From an optimization exercise on the open Yosys and OpenROAD flow, aimed at small area and a short achievable clock period; shortcuts taken in it are not production practice.
At most, simulation tests tie the RTL to the original design; equivalence was not proved.
No activity file was given, so power comes from the tool's default toggle rates.

==> run a <==
## cpuTop
module cpuTop (
	input logic clk,
	input logic rstN,
	input logic [15:0] instr,  
	input cpuPkg::word_t inBus,
	input cpuPkg::word_t ramRData,
	output cpuPkg::addr_t pc,
	output cpuPkg::addr_t ramAddr,
	output cpuPkg::word_t ramWData,
	output logic ramWe  
);
clock: 10.5 ns
lec_check: 0
cap_margin: 20
core_margin: 2
core_utilization: 45
cts_buf_list: sky130_fd_sc_hd__clkbuf_8
cts_cluster_diameter: 60
cts_cluster_size: 20
setup_slack_margin: 4.0
slew_margin: 20
synth_hierarchical: 1
tns_end_percent: 5
standard.sh (not shown) runs the stock make flow with config.mk's settings and CLKGATE_MAP_FILE= SYNTH_SCRIPT=/design/flow/synth_recipe.tcl, a recipe that flattens the netlist after the stock synthesis.
==> flow/flow/run.sh <==
#!/bin/bash
# The standard layout, except that the ports get plain buffers (buf_2) and
# timing repair may not use delay cells. Synthesis runs unchanged first.
set -euo pipefail

PLATFORM_DONT_USE="sky130_fd_sc_hd__probe_p_8 sky130_fd_sc_hd__probec_p_8 sky130_fd_sc_hd__lpflow_bleeder_1 sky130_fd_sc_hd__lpflow_clkbufkapwr_1 sky130_fd_sc_hd__lpflow_clkbufkapwr_16 sky130_fd_sc_hd__lpflow_clkbufkapwr_2 sky130_fd_sc_hd__lpflow_clkbufkapwr_4 sky130_fd_sc_hd__lpflow_clkbufkapwr_8 sky130_fd_sc_hd__lpflow_clkinvkapwr_1 sky130_fd_sc_hd__lpflow_clkinvkapwr_16 sky130_fd_sc_hd__lpflow_clkinvkapwr_2 sky130_fd_sc_hd__lpflow_clkinvkapwr_4 sky130_fd_sc_hd__lpflow_clkinvkapwr_8 sky130_fd_sc_hd__lpflow_decapkapwr_12 sky130_fd_sc_hd__lpflow_decapkapwr_3 sky130_fd_sc_hd__lpflow_decapkapwr_4 sky130_fd_sc_hd__lpflow_decapkapwr_6 sky130_fd_sc_hd__lpflow_decapkapwr_8 sky130_fd_sc_hd__lpflow_inputiso0n_1 sky130_fd_sc_hd__lpflow_inputiso0p_1 sky130_fd_sc_hd__lpflow_inputiso1n_1 sky130_fd_sc_hd__lpflow_inputiso1p_1 sky130_fd_sc_hd__lpflow_inputisolatch_1 sky130_fd_sc_hd__lpflow_isobufsrc_1 sky130_fd_sc_hd__lpflow_isobufsrc_16 sky130_fd_sc_hd__lpflow_isobufsrc_2 sky130_fd_sc_hd__lpflow_isobufsrc_4 sky130_fd_sc_hd__lpflow_isobufsrc_8 sky130_fd_sc_hd__lpflow_isobufsrckapwr_16 sky130_fd_sc_hd__lpflow_lsbuf_lh_hl_isowell_tap_1 sky130_fd_sc_hd__lpflow_lsbuf_lh_hl_isowell_tap_2 sky130_fd_sc_hd__lpflow_lsbuf_lh_hl_isowell_tap_4 sky130_fd_sc_hd__lpflow_lsbuf_lh_isowell_4 sky130_fd_sc_hd__lpflow_lsbuf_lh_isowell_tap_1 sky130_fd_sc_hd__lpflow_lsbuf_lh_isowell_tap_2 sky130_fd_sc_hd__lpflow_lsbuf_lh_isowell_tap_4"
DELAY_CELLS="sky130_fd_sc_hd__clkdlybuf4s15_1 sky130_fd_sc_hd__clkdlybuf4s15_2 sky130_fd_sc_hd__clkdlybuf4s18_1 sky130_fd_sc_hd__clkdlybuf4s18_2 sky130_fd_sc_hd__clkdlybuf4s25_1 sky130_fd_sc_hd__clkdlybuf4s25_2 sky130_fd_sc_hd__clkdlybuf4s50_1 sky130_fd_sc_hd__clkdlybuf4s50_2 sky130_fd_sc_hd__dlygate4sd1_1 sky130_fd_sc_hd__dlygate4sd2_1 sky130_fd_sc_hd__dlygate4sd3_1 sky130_fd_sc_hd__dlymetal6s2s_1 sky130_fd_sc_hd__dlymetal6s4s_1 sky130_fd_sc_hd__dlymetal6s6s_1"

bash standard.sh synth > run_synth.log 2>&1
bash standard.sh "DONT_USE_CELLS=$PLATFORM_DONT_USE $DELAY_CELLS" \
	"BUFFER_PORTS_ARGS=-buffer_cell sky130_fd_sc_hd__buf_2" finish > run_layout.log 2>&1
==> run b: changes against run a <==
--- a/flow/design.v
+++ b/flow/design.v
@@ -144,58 +144,108 @@
 			pc <= target;
 		end else begin
 			pc <= pc + 1'b1;  
 		end
 	end
 endmodule
 `timescale 1ns/1ns
 import cpuPkg::*;
+module fieldInv (
+	input cpuPkg::regAddr_t f,
+	output cpuPkg::regAddr_t fN
+);
+	assign fN = ~f;
+endmodule
+module decLo (
+	input logic [1:0] f,
+	input logic [1:0] fN,
+	output logic [3:0] preN
+);
+	for (genvar j = 0; j < 4; j++) begin : gLine
+		assign preN[j] = ~((j % 2 == 1 ? f[0] : fN[0]) & (j / 2 == 1 ? f[1] : fN[1]));
+	end
+endmodule
+module decHi (
+	input logic [2:0] f,
+	input logic [2:0] fN,
+	output logic [7:0] preN
+);
+	for (genvar k = 0; k < 8; k++) begin : gLine
+		assign preN[k] = ~((k % 2 == 1 ? f[0] : fN[0]) & ((k / 2) % 2 == 1 ? f[1] : fN[1])
+			& (k / 4 == 1 ? f[2] : fN[2]));
+	end
+endmodule
 module regDecode (
 	input cpuPkg::regAddr_t idx,
 	output logic [31:0] hot
 );
-	always_comb begin
-		for (int i = 0; i < 32; i++) begin
-			hot[i] = (idx == 5'(i));
-		end
+	cpuPkg::regAddr_t idxN;
+	logic [3:0] loN;
+	logic [7:0] hiN;
+	fieldInv uInv (.f(idx), .fN(idxN));
+	decLo uLo (.f(idx[1:0]), .fN(idxN[1:0]), .preN(loN));
+	decHi uHi (.f(idx[4:2]), .fN(idxN[4:2]), .preN(hiN));
+	for (genvar i = 0; i < 32; i++) begin : gHot
+		assign hot[i] = ~(loN[i % 4] | hiN[i / 4]);
 	end
 endmodule
+module readTerm3 (
+	input logic d0, s0, d1, s1, d2, s2,
+	output logic yN
+);
+	assign yN = ~((d0 & s0) | (d1 & s1) | (d2 & s2));
+endmodule
 module readGroup8 (
 	input logic [7:0] d,
 	input logic [7:0] s,
 	output logic p
 );
 	assign p = |(d & s);
 endmodule
+module readGroup4 (
+	input logic [3:0] tN,
+	output logic p
+);
+	assign p = ~(&tN);
+endmodule
 module readJoin (
-	input logic [3:0] p,
+	input logic [2:0] p,
 	output logic y
 );
 	assign y = |p;
 endmodule
 module readJoinB (
-	input logic [3:0] p,
+	input logic [2:0] p,
 	input logic bReg,
 	input logic other,  
 	output logic y
 );
 	assign y = ((|p) & bReg) | other;
 endmodule
 module readBit #(parameter bit portB = 1'b0) (
 	input logic [31:0] d,
 	input logic [31:0] hot,
 	input logic bReg,
 	input logic other,
-	output logic [3:0] p,
+	output logic [2:0] p,
 	output logic y
 );
-	for (genvar g = 0; g < 4; g++) begin : gGroup
-		readGroup8 uGroup (.d(d[8*g +: 8]), .s(hot[8*g +: 8]), .p(p[g]));
+	logic [7:0] tN;
+	for (genvar k = 0; k < 8; k++) begin : gTerm
+		readTerm3 uTerm (
+			.d0(d[3*k]), .s0(hot[3*k]),
+			.d1(d[3*k+1]), .s1(hot[3*k+1]),
+			.d2(d[3*k+2]), .s2(hot[3*k+2]),
+			.yN(tN[k])
+		);
 	end
+	readGroup4 uGroup0 (.tN(tN[3:0]), .p(p[0]));
+	readGroup4 uGroup1 (.tN(tN[7:4]), .p(p[1]));
+	readGroup8 uGroup2 (.d(d[31:24]), .s(hot[31:24]), .p(p[2]));
 	if (portB) begin : gB
 		readJoinB uJoin (.p(p), .bReg(bReg), .other(other), .y(y));
 	end else begin : gA
 		readJoin uJoin (.p(p), .y(y));
 	end
 endmodule
 module regFile (
 	input logic clk,
@@ -203,18 +253,18 @@
 	input cpuPkg::wrSel_t wrSel,
 	input logic bReg,  
 	input cpuPkg::word_t otherB,  
 	input cpuPkg::regAddr_t fieldA,
 	input cpuPkg::regAddr_t fieldB,
 	input cpuPkg::word_t wData,
 	output cpuPkg::word_t rdA,  
 	output cpuPkg::word_t rdB,  
-	output logic [15:0][3:0] pA,  
-	output logic [15:0][3:0] pB,  
+	output logic [15:0][2:0] pA,  
+	output logic [15:0][2:0] pB,  
 	output cpuPkg::word_t r1
 );
 	cpuPkg::word_t regs [32];
 	logic [31:0] hotA;
 	logic [31:0] hotB;
 	cpuPkg::word_t wDataG;
 	logic [31:0] load;
 	regDecode uDecA (.idx(fieldA), .hot(hotA));
@@ -248,41 +298,41 @@
 			.d(col), .hot(hotB), .bReg(bReg), .other(otherB[b]), .p(pB[b]), .y(rdB[b])
 		);
 	end
 	assign r1 = regs[1];
 endmodule
 `timescale 1ns/1ns
 import cpuPkg::*;
 module addrBit (
-	input logic [3:0] pA,
-	input logic [3:0] pB,
+	input logic [2:0] pA,
+	input logic [2:0] pB,
 	input logic selA,
 	input logic selB,
 	input logic selI,
 	input logic imm,
 	output logic y
 );
 	assign y = (selA & (|pA)) | (selB & (|pB)) | (selI & imm);
 endmodule
 module wDataBit (
-	input logic [3:0] pA,
+	input logic [2:0] pA,
 	input logic selA,
 	input logic selR1,
 	input logic r1,
 	output logic y
 );
 	assign y = (selA & (|pA)) | (selR1 & r1);
 endmodule
 module operandSel (
 	input logic [5:0] opcode,
 	input cpuPkg::ctrl_t ctrl,
 	input cpuPkg::addr_t operand,
-	input logic [15:0][3:0] pA,
-	input logic [15:0][3:0] pB,
+	input logic [15:0][2:0] pA,
+	input logic [15:0][2:0] pB,
 	input cpuPkg::word_t r1,
 	input cpuPkg::word_t ramRData,
 	input cpuPkg::word_t inBus,
 	output cpuPkg::word_t otherB,  
 	output cpuPkg::addr_t ramAddr,
 	output cpuPkg::word_t ramWData
 );
 	cpuPkg::word_t other;  
@@ -330,17 +380,17 @@
 	output logic ramWe  
 );
 	logic [5:0] opcode;
 	cpuPkg::addr_t operand;
 	cpuPkg::ctrl_t ctrl;
 	logic isJmp, isBgz, isBez;
 	logic r1Zero, branch;
 	cpuPkg::word_t rdA, rdB, r1, otherB, result;
-	logic [15:0][3:0] pA, pB;
+	logic [15:0][2:0] pA, pB;
 	assign opcode = instr[15:10];
 	assign operand = instr[9:0];
 	ctrlUnit uCtrl (
 		.opcode(opcode),
 		.rstN(rstN),
 		.ctrl(ctrl),
 		.ramWe(ramWe),
 		.isJmp(isJmp),
==> flow/config.mk (replaced) <==
export PLATFORM = sky130hd
export DESIGN_NAME = cpuTop
export DESIGN_NICKNAME = cpuTop
export VERILOG_FILES = /design/flow/design.v
export SDC_FILE = /design/flow/constraint.sdc
export NUM_CORES = 4
export LEC_CHECK = 0
export CAP_MARGIN = 20
export CORE_MARGIN = 2
export CORE_UTILIZATION = 58
export CTS_BUF_LIST = sky130_fd_sc_hd__clkbuf_8
export CTS_CLUSTER_DIAMETER = 50
export CTS_CLUSTER_SIZE = 16
export SETUP_SLACK_MARGIN = 4.0
export SLEW_MARGIN = 20
export SYNTH_HIERARCHICAL = 1
export TNS_END_PERCENT = 5
==> run c: changes against run a <==
--- a/flow/design.v
+++ b/flow/design.v
@@ -144,58 +144,108 @@
 			pc <= target;
 		end else begin
 			pc <= pc + 1'b1;  
 		end
 	end
 endmodule
 `timescale 1ns/1ns
 import cpuPkg::*;
+module fieldInv (
+	input cpuPkg::regAddr_t f,
+	output cpuPkg::regAddr_t fN
+);
+	assign fN = ~f;
+endmodule
+module decLo (
+	input logic [1:0] f,
+	input logic [1:0] fN,
+	output logic [3:0] preN
+);
+	for (genvar j = 0; j < 4; j++) begin : gLine
+		assign preN[j] = ~((j % 2 == 1 ? f[0] : fN[0]) & (j / 2 == 1 ? f[1] : fN[1]));
+	end
+endmodule
+module decHi (
+	input logic [2:0] f,
+	input logic [2:0] fN,
+	output logic [7:0] preN
+);
+	for (genvar k = 0; k < 8; k++) begin : gLine
+		assign preN[k] = ~((k % 2 == 1 ? f[0] : fN[0]) & ((k / 2) % 2 == 1 ? f[1] : fN[1])
+			& (k / 4 == 1 ? f[2] : fN[2]));
+	end
+endmodule
 module regDecode (
 	input cpuPkg::regAddr_t idx,
 	output logic [31:0] hot
 );
-	always_comb begin
-		for (int i = 0; i < 32; i++) begin
-			hot[i] = (idx == 5'(i));
-		end
+	cpuPkg::regAddr_t idxN;
+	logic [3:0] loN;
+	logic [7:0] hiN;
+	fieldInv uInv (.f(idx), .fN(idxN));
+	decLo uLo (.f(idx[1:0]), .fN(idxN[1:0]), .preN(loN));
+	decHi uHi (.f(idx[4:2]), .fN(idxN[4:2]), .preN(hiN));
+	for (genvar i = 0; i < 32; i++) begin : gHot
+		assign hot[i] = ~(loN[i % 4] | hiN[i / 4]);
 	end
 endmodule
+module readTerm3 (
+	input logic d0, s0, d1, s1, d2, s2,
+	output logic yN
+);
+	assign yN = ~((d0 & s0) | (d1 & s1) | (d2 & s2));
+endmodule
 module readGroup8 (
 	input logic [7:0] d,
 	input logic [7:0] s,
 	output logic p
 );
 	assign p = |(d & s);
 endmodule
+module readGroup4 (
+	input logic [3:0] tN,
+	output logic p
+);
+	assign p = ~(&tN);
+endmodule
 module readJoin (
-	input logic [3:0] p,
+	input logic [2:0] p,
 	output logic y
 );
 	assign y = |p;
 endmodule
 module readJoinB (
-	input logic [3:0] p,
+	input logic [2:0] p,
 	input logic bReg,
 	input logic other,  
 	output logic y
 );
 	assign y = ((|p) & bReg) | other;
 endmodule
 module readBit #(parameter bit portB = 1'b0) (
 	input logic [31:0] d,
 	input logic [31:0] hot,
 	input logic bReg,
 	input logic other,
-	output logic [3:0] p,
+	output logic [2:0] p,
 	output logic y
 );
-	for (genvar g = 0; g < 4; g++) begin : gGroup
-		readGroup8 uGroup (.d(d[8*g +: 8]), .s(hot[8*g +: 8]), .p(p[g]));
+	logic [7:0] tN;
+	for (genvar k = 0; k < 8; k++) begin : gTerm
+		readTerm3 uTerm (
+			.d0(d[3*k]), .s0(hot[3*k]),
+			.d1(d[3*k+1]), .s1(hot[3*k+1]),
+			.d2(d[3*k+2]), .s2(hot[3*k+2]),
+			.yN(tN[k])
+		);
 	end
+	readGroup4 uGroup0 (.tN(tN[3:0]), .p(p[0]));
+	readGroup4 uGroup1 (.tN(tN[7:4]), .p(p[1]));
+	readGroup8 uGroup2 (.d(d[31:24]), .s(hot[31:24]), .p(p[2]));
 	if (portB) begin : gB
 		readJoinB uJoin (.p(p), .bReg(bReg), .other(other), .y(y));
 	end else begin : gA
 		readJoin uJoin (.p(p), .y(y));
 	end
 endmodule
 module regFile (
 	input logic clk,
@@ -203,18 +253,18 @@
 	input cpuPkg::wrSel_t wrSel,
 	input logic bReg,  
 	input cpuPkg::word_t otherB,  
 	input cpuPkg::regAddr_t fieldA,
 	input cpuPkg::regAddr_t fieldB,
 	input cpuPkg::word_t wData,
 	output cpuPkg::word_t rdA,  
 	output cpuPkg::word_t rdB,  
-	output logic [15:0][3:0] pA,  
-	output logic [15:0][3:0] pB,  
+	output logic [15:0][2:0] pA,  
+	output logic [15:0][2:0] pB,  
 	output cpuPkg::word_t r1
 );
 	cpuPkg::word_t regs [32];
 	logic [31:0] hotA;
 	logic [31:0] hotB;
 	cpuPkg::word_t wDataG;
 	logic [31:0] load;
 	regDecode uDecA (.idx(fieldA), .hot(hotA));
@@ -248,41 +298,41 @@
 			.d(col), .hot(hotB), .bReg(bReg), .other(otherB[b]), .p(pB[b]), .y(rdB[b])
 		);
 	end
 	assign r1 = regs[1];
 endmodule
 `timescale 1ns/1ns
 import cpuPkg::*;
 module addrBit (
-	input logic [3:0] pA,
-	input logic [3:0] pB,
+	input logic [2:0] pA,
+	input logic [2:0] pB,
 	input logic selA,
 	input logic selB,
 	input logic selI,
 	input logic imm,
 	output logic y
 );
 	assign y = (selA & (|pA)) | (selB & (|pB)) | (selI & imm);
 endmodule
 module wDataBit (
-	input logic [3:0] pA,
+	input logic [2:0] pA,
 	input logic selA,
 	input logic selR1,
 	input logic r1,
 	output logic y
 );
 	assign y = (selA & (|pA)) | (selR1 & r1);
 endmodule
 module operandSel (
 	input logic [5:0] opcode,
 	input cpuPkg::ctrl_t ctrl,
 	input cpuPkg::addr_t operand,
-	input logic [15:0][3:0] pA,
-	input logic [15:0][3:0] pB,
+	input logic [15:0][2:0] pA,
+	input logic [15:0][2:0] pB,
 	input cpuPkg::word_t r1,
 	input cpuPkg::word_t ramRData,
 	input cpuPkg::word_t inBus,
 	output cpuPkg::word_t otherB,  
 	output cpuPkg::addr_t ramAddr,
 	output cpuPkg::word_t ramWData
 );
 	cpuPkg::word_t other;  
@@ -330,17 +380,17 @@
 	output logic ramWe  
 );
 	logic [5:0] opcode;
 	cpuPkg::addr_t operand;
 	cpuPkg::ctrl_t ctrl;
 	logic isJmp, isBgz, isBez;
 	logic r1Zero, branch;
 	cpuPkg::word_t rdA, rdB, r1, otherB, result;
-	logic [15:0][3:0] pA, pB;
+	logic [15:0][2:0] pA, pB;
 	assign opcode = instr[15:10];
 	assign operand = instr[9:0];
 	ctrlUnit uCtrl (
 		.opcode(opcode),
 		.rstN(rstN),
 		.ctrl(ctrl),
 		.ramWe(ramWe),
 		.isJmp(isJmp),
==> flow/flow/run.sh (replaced) <==
#!/bin/bash
# The standard layout, except that the ports get plain buffers (buf_2),
# timing repair may not use delay cells, and clock tree synthesis inserts no
# dummy loads. Synthesis runs unchanged first.
set -euo pipefail

PLATFORM_DONT_USE="sky130_fd_sc_hd__probe_p_8 sky130_fd_sc_hd__probec_p_8 sky130_fd_sc_hd__lpflow_bleeder_1 sky130_fd_sc_hd__lpflow_clkbufkapwr_1 sky130_fd_sc_hd__lpflow_clkbufkapwr_16 sky130_fd_sc_hd__lpflow_clkbufkapwr_2 sky130_fd_sc_hd__lpflow_clkbufkapwr_4 sky130_fd_sc_hd__lpflow_clkbufkapwr_8 sky130_fd_sc_hd__lpflow_clkinvkapwr_1 sky130_fd_sc_hd__lpflow_clkinvkapwr_16 sky130_fd_sc_hd__lpflow_clkinvkapwr_2 sky130_fd_sc_hd__lpflow_clkinvkapwr_4 sky130_fd_sc_hd__lpflow_clkinvkapwr_8 sky130_fd_sc_hd__lpflow_decapkapwr_12 sky130_fd_sc_hd__lpflow_decapkapwr_3 sky130_fd_sc_hd__lpflow_decapkapwr_4 sky130_fd_sc_hd__lpflow_decapkapwr_6 sky130_fd_sc_hd__lpflow_decapkapwr_8 sky130_fd_sc_hd__lpflow_inputiso0n_1 sky130_fd_sc_hd__lpflow_inputiso0p_1 sky130_fd_sc_hd__lpflow_inputiso1n_1 sky130_fd_sc_hd__lpflow_inputiso1p_1 sky130_fd_sc_hd__lpflow_inputisolatch_1 sky130_fd_sc_hd__lpflow_isobufsrc_1 sky130_fd_sc_hd__lpflow_isobufsrc_16 sky130_fd_sc_hd__lpflow_isobufsrc_2 sky130_fd_sc_hd__lpflow_isobufsrc_4 sky130_fd_sc_hd__lpflow_isobufsrc_8 sky130_fd_sc_hd__lpflow_isobufsrckapwr_16 sky130_fd_sc_hd__lpflow_lsbuf_lh_hl_isowell_tap_1 sky130_fd_sc_hd__lpflow_lsbuf_lh_hl_isowell_tap_2 sky130_fd_sc_hd__lpflow_lsbuf_lh_hl_isowell_tap_4 sky130_fd_sc_hd__lpflow_lsbuf_lh_isowell_4 sky130_fd_sc_hd__lpflow_lsbuf_lh_isowell_tap_1 sky130_fd_sc_hd__lpflow_lsbuf_lh_isowell_tap_2 sky130_fd_sc_hd__lpflow_lsbuf_lh_isowell_tap_4"
DELAY_CELLS="sky130_fd_sc_hd__clkdlybuf4s15_1 sky130_fd_sc_hd__clkdlybuf4s15_2 sky130_fd_sc_hd__clkdlybuf4s18_1 sky130_fd_sc_hd__clkdlybuf4s18_2 sky130_fd_sc_hd__clkdlybuf4s25_1 sky130_fd_sc_hd__clkdlybuf4s25_2 sky130_fd_sc_hd__clkdlybuf4s50_1 sky130_fd_sc_hd__clkdlybuf4s50_2 sky130_fd_sc_hd__dlygate4sd1_1 sky130_fd_sc_hd__dlygate4sd2_1 sky130_fd_sc_hd__dlygate4sd3_1 sky130_fd_sc_hd__dlymetal6s2s_1 sky130_fd_sc_hd__dlymetal6s4s_1 sky130_fd_sc_hd__dlymetal6s6s_1"

bash standard.sh synth > run_synth.log 2>&1
bash standard.sh "DONT_USE_CELLS=$PLATFORM_DONT_USE $DELAY_CELLS" \
	"BUFFER_PORTS_ARGS=-buffer_cell sky130_fd_sc_hd__buf_2" \
	"CTS_ARGS=-sink_clustering_enable -repair_clock_nets -sink_clustering_size 16 -sink_clustering_max_diameter 50 -buf_list sky130_fd_sc_hd__clkbuf_8 -dont_use_dummy_load" \
	finish > run_layout.log 2>&1
==> flow/config.mk (replaced) <==
export PLATFORM = sky130hd
export DESIGN_NAME = cpuTop
export DESIGN_NICKNAME = cpuTop
export VERILOG_FILES = /design/flow/design.v
export SDC_FILE = /design/flow/constraint.sdc
export NUM_CORES = 4
export LEC_CHECK = 0
export CAP_MARGIN = 20
export CORE_MARGIN = 2
export CORE_UTILIZATION = 66
export CTS_BUF_LIST = sky130_fd_sc_hd__clkbuf_8
export CTS_CLUSTER_DIAMETER = 50
export CTS_CLUSTER_SIZE = 16
export SETUP_SLACK_MARGIN = 4.0
export SLEW_MARGIN = 20
export SYNTH_HIERARCHICAL = 1
export TNS_END_PERCENT = 5
==> parameters.txt <==
Parameter                              Value

Status
  Run status  timing/DRC/antenna clean

Route
  Highest metal layer with signal wires    met4

Global route
  Largest net degree at the start of global routing    33

Final layout
  Area used by multi-input combinational logic    about 11000 um2

Clocking
  Setup Fix Bufs, Post-CTS    39

Power and ir drop
  Overall power    6.15 mW
[end of results for run a]
==> parameters.txt <==
Parameter                              Value

STA
  Pin slew with the least headroom to its limit    1320 ps

Global route
  Largest net degree at the start of global routing    34

Power and ir drop
  Overall power    ~6.1 mW

Final layout
  Area used by multi-input combinational logic    slightly above 10000 um2

Status
  Run status  timing/DRC/antenna clean

Clocking
  Setup Fix Bufs, Post-CTS    40
[end of results for run c]
==> parameters.txt <==
Parameter                              Value

Status
  Run status  timing/DRC/antenna clean

Route
  Highest metal layer with signal wires    met5

Global route
  M3 GR Usage    0.156
  Largest net degree at the start of global routing    36

Final layout
  Area used by multi-input combinational logic    about 10000 um2

Clocking
  Clock Path Buffers    3
  Setup Fix Bufs, Post-CTS    35

Floorplanning
  Boundary Pins    a little under 90
[end of results for run b]
Only the layout flow was run in run a; the RTL was not checked for function there.

-- static timing again, ports no longer ideal --
The results above use ideal ports. As a check the final layouts listed here were re-extracted and re-timed, cells and wires unchanged.
Step 1 (the two cells are an assumption about what drives the block):
set clk [get_ports {clk}]
set_driving_cell -lib_cell sky130_fd_sc_hd__clkbuf_16 $clk
set_driving_cell -lib_cell sky130_fd_sc_hd__buf_2 [delete_from_list [all_inputs] $clk]
Step 2, shift: input delay + t, output delay - t, t = (earliest + latest rising clock arrival at the registers) / 2. This alone moves slack from input paths to output paths.
Three values: ideal ports, drivers, drivers and shift; two values: the first two.
run | t, ns | slack for setup (ns) | hold slack, ns
run a | 0.719 | 3.788 / 3.761 / 3.233 | 0.517 / 0.517 / 0.517
run b | 0.718 | 3.656 / 3.635 / 3.105 | 0.526 / 0.526 / 0.526
run c | 0.690 | 3.774 / 3.734 / 3.215 | 0.518 / 0.518 / 0.518
After both steps every run listed still meets setup and hold. The setup slack of run c, which loses most, moves by -0.040 ns with the drivers and by -0.559 ns with both steps.
